From an optimization exercise on the open Yosys and OpenROAD flow, aimed at small area; shortcuts taken in it are not production practice.
In this exercise RTL edits were held to simulation tests only and were not proved equivalent to the original.
Power figures rest on the tool's default switching activity, not on a simulated workload.

## rio
module rio #(
    parameter int TIMEOUT   = 2700000,
    parameter int PULSE_LEN = 108,
    parameter int DIR_DELAY = 18,
    parameter int ACC_BITS  = 24
) (
    input  logic                sysclk,
    input  logic                arst_n,
    input  rio_pkg::reg_addr_t           awaddr,
    input  logic                awvalid,
    output logic                awready,
    input  rio_pkg::reg_word_t           wdata,
    input  logic [3:0]          wstrb,
    input  logic                wvalid,
    output logic                wready,
    output logic [1:0]          bresp,
    output logic                bvalid,
    input  logic                bready,
    input  rio_pkg::reg_addr_t           araddr,
    input  logic                arvalid,
    output logic                arready,
    output rio_pkg::reg_word_t           rdata,
    output logic [1:0]          rresp,
    output logic                rvalid,
    input  logic                rready,
    output logic [motion_pkg::NUM_AXES-1:0] step,
    output logic [motion_pkg::NUM_AXES-1:0] dir,
    output logic [motion_pkg::NUM_AXES-1:0] en,
    input  logic [motion_pkg::NUM_AXES-1:0] home,
    output logic                out_bit,
    output logic                timeout
);
Size in the first run: ~1800 cells after synthesis, ~480 flip-flops, ~110 I/O pins, roughly 22000 um2 of cells after synthesis.
export LEC_CHECK = 0
export CAP_MARGIN = 20
export CORE_MARGIN = 2
export CORE_UTILIZATION = 75
export CTS_BUF_LIST = sky130_fd_sc_hd__clkbuf_8
export CTS_CLUSTER_DIAMETER = 60
export CTS_CLUSTER_SIZE = 16
export SLEW_MARGIN = 20
create_clock -name core_clock -period 8.0 [get_ports {sysclk}]
standard.sh (not shown) runs the stock make flow with config.mk's settings and CLKGATE_MAP_FILE= SYNTH_SCRIPT=/design/flow/synth_recipe.tcl, a recipe that flattens the netlist after the stock synthesis.
==> flow/flow/run.sh <==
#!/bin/bash
# Layout flow: the standard ORFS flow (standard.sh), with
#  - the port buffers made of the smallest buffer cell,
#  - the combinational logic re-mapped for area by OpenROAD's restructure
#    after floorplanning (flops untouched), using a copy of the library
#    without the platform's don't-use cells,
#  - clock tree synthesis without dummy loads (the same options as the
#    standard flow otherwise, from config.mk),

# Each tool's output goes to a log file of its own in this folder.
set -o pipefail
W=$(pwd)
LIB=$FLOW_HOME/platforms/sky130hd/lib/sky130_fd_sc_hd__tt_025C_1v80.lib
mkdir -p $W/rmp
python3 $W/flow/filter_lib.py $LIB $W/rmp/area.lib > filter_lib.log 2>&1
cat > $W/post_floorplan.tcl <<EOT
restructure -target area -liberty_file $W/rmp/area.lib -tielo_port sky130_fd_sc_hd__conb_1/LO -tiehi_port sky130_fd_sc_hd__conb_1/HI -work_dir $W/rmp -abc_logfile $W/rmp_abc.log
EOT
export BUFFER_PORTS_ARGS="-buffer_cell sky130_fd_sc_hd__buf_1"
export POST_FLOORPLAN_TCL=$W/post_floorplan.tcl
export CTS_ARGS="-sink_clustering_enable -repair_clock_nets -sink_clustering_size 16 -sink_clustering_max_diameter 60 -buf_list sky130_fd_sc_hd__clkbuf_8 -dont_use_dummy_load"
bash standard.sh finish > standard.log 2>&1
==> flow/flow/filter_lib.py <==
# Copy a liberty file, leaving out the cells the platform marks don't-use
# (lpflow_* and probe*), so that restructure's ABC run cannot pick them.
import re, sys
src, dst = sys.argv[1], sys.argv[2]
text = open(src).read()
out = []
pos = 0
drop = re.compile(r'sky130_fd_sc_hd__(lpflow_|probe)')
n = 0
for m in re.finditer(r'\n\s*cell\s*\(\s*"?([A-Za-z0-9_]+)"?\s*\)\s*\{', text):
    if m.start() < pos:
        continue
    name = m.group(1)
    # find the end of this cell block by brace matching
    i = m.end(); depth = 1
    while depth:
        c = text[i]
        if c == '{': depth += 1
        elif c == '}': depth -= 1
        i += 1
    if drop.match(name):
        out.append(text[pos:m.start()])
        pos = i
        n += 1
out.append(text[pos:])
open(dst, 'w').write(''.join(out))
print("dropped", n, "cells")
Then changed:
--- a/flow/config.mk
+++ b/flow/config.mk
@@ -9,3 +9,3 @@
 export CORE_MARGIN = 2
-export CORE_UTILIZATION = 75
+export CORE_UTILIZATION = 60
 export CTS_BUF_LIST = sky130_fd_sc_hd__clkbuf_8
@@ -13,2 +13,4 @@
 export CTS_CLUSTER_SIZE = 16
+export GPL_ROUTABILITY_DRIVEN = 0
+export GPL_TIMING_DRIVEN = 0
 export SLEW_MARGIN = 20
The new run completed with no timing, DRC or antenna violations.
Clock-buffer cell count climbs by 2.
Utilization shrinks by 14 points.
Via count falls by 1.2%.
Final area climbs by 1.9%.
Clock power increases by about 5%.
Sequential share of layout area falls by 1.1 points.
Then changed:
--- a/flow/flow/run.sh
+++ b/flow/flow/run.sh
@@ -20,3 +20,3 @@
 export POST_FLOORPLAN_TCL=$W/post_floorplan.tcl
-export CTS_ARGS="-sink_clustering_enable -repair_clock_nets -sink_clustering_size 16 -sink_clustering_max_diameter 60 -buf_list sky130_fd_sc_hd__clkbuf_8 -dont_use_dummy_load"
+export CTS_ARGS="-sink_clustering_enable -repair_clock_nets -sink_clustering_size 10 -sink_clustering_max_diameter 35 -buf_list sky130_fd_sc_hd__clkbuf_4 -dont_use_dummy_load"
 bash standard.sh finish > standard.log 2>&1
--- a/flow/config.mk
+++ b/flow/config.mk
@@ -10,7 +10,5 @@
 export CORE_UTILIZATION = 60
-export CTS_BUF_LIST = sky130_fd_sc_hd__clkbuf_8
-export CTS_CLUSTER_DIAMETER = 60
-export CTS_CLUSTER_SIZE = 16
-export GPL_ROUTABILITY_DRIVEN = 0
-export GPL_TIMING_DRIVEN = 0
+export CTS_BUF_LIST = sky130_fd_sc_hd__clkbuf_4
+export CTS_CLUSTER_DIAMETER = 35
+export CTS_CLUSTER_SIZE = 10
 export SLEW_MARGIN = 20
The new run finished with timing, DRC and antenna clean. First-iteration DRC count came out lower by 11%. Critical path depth came out higher by 5. Utilization came out lower by 0.75 points. Worst setup slack gets better by 130 ps. Clock-buffer cell count came out higher by 38. Die area stays the same. Cell area came out lower by 1.2%. Global-route usage is about the same. Maximum frequency came out higher by 1.9%. Cell count came out higher by 1.1%. Sequential power stays flat.
Then changed:
--- a/flow/flow/run.sh
+++ b/flow/flow/run.sh
@@ -20,3 +20,3 @@
 export POST_FLOORPLAN_TCL=$W/post_floorplan.tcl
-export CTS_ARGS="-sink_clustering_enable -repair_clock_nets -sink_clustering_size 10 -sink_clustering_max_diameter 35 -buf_list sky130_fd_sc_hd__clkbuf_4 -dont_use_dummy_load"
+export CTS_ARGS="-sink_clustering_enable -repair_clock_nets -sink_clustering_size 20 -sink_clustering_max_diameter 50 -buf_list sky130_fd_sc_hd__clkbuf_8 -dont_use_dummy_load"
 bash standard.sh finish > standard.log 2>&1
--- a/flow/config.mk
+++ b/flow/config.mk
@@ -10,5 +10,5 @@
 export CORE_UTILIZATION = 60
-export CTS_BUF_LIST = sky130_fd_sc_hd__clkbuf_4
-export CTS_CLUSTER_DIAMETER = 35
-export CTS_CLUSTER_SIZE = 10
+export CTS_BUF_LIST = sky130_fd_sc_hd__clkbuf_8
+export CTS_CLUSTER_DIAMETER = 50
+export CTS_CLUSTER_SIZE = 20
 export SLEW_MARGIN = 20
Effect: Area after synthesis stays the same; worst hold slack is worse by 5.8 ps; via count falls slightly.

port drivers added, routing unchanged:
Ports are ideal in the flow. The routed layouts listed here were re-timed in OpenROAD.
Step 1 sets driving cells, clkbuf_16 on the clock port and buf_2 on the other inputs (assumed; they add their load-dependent delay and slew).
Step 2 adds t to the input delays and takes it off the output delays; t is the mean of the earliest and latest rising clock arrival at the registers after step 1. Input paths then give back, and output paths get back, about the clock's delay inside the block.
Three values: no drivers, after step 1, after step 2; two values: the first two.
run	t, ns	setup WS [ns]	worst setup path after step 2	latest minus earliest clock arrival (ns)
the first run	0.597	0.676 / 0.676 / 0.676	register to register	0.053 / 0.053
the second run	0.641	0.715 / 0.715 / 0.715	register to register	0.057 / 0.057
the third run	0.784	0.849 / 0.849 / 0.849	register to register	0.072 / 0.072
the fourth run	0.651	0.804 / 0.804 / 0.804	register to register	0.055 / 0.054
After both steps every run listed still meets setup and hold.
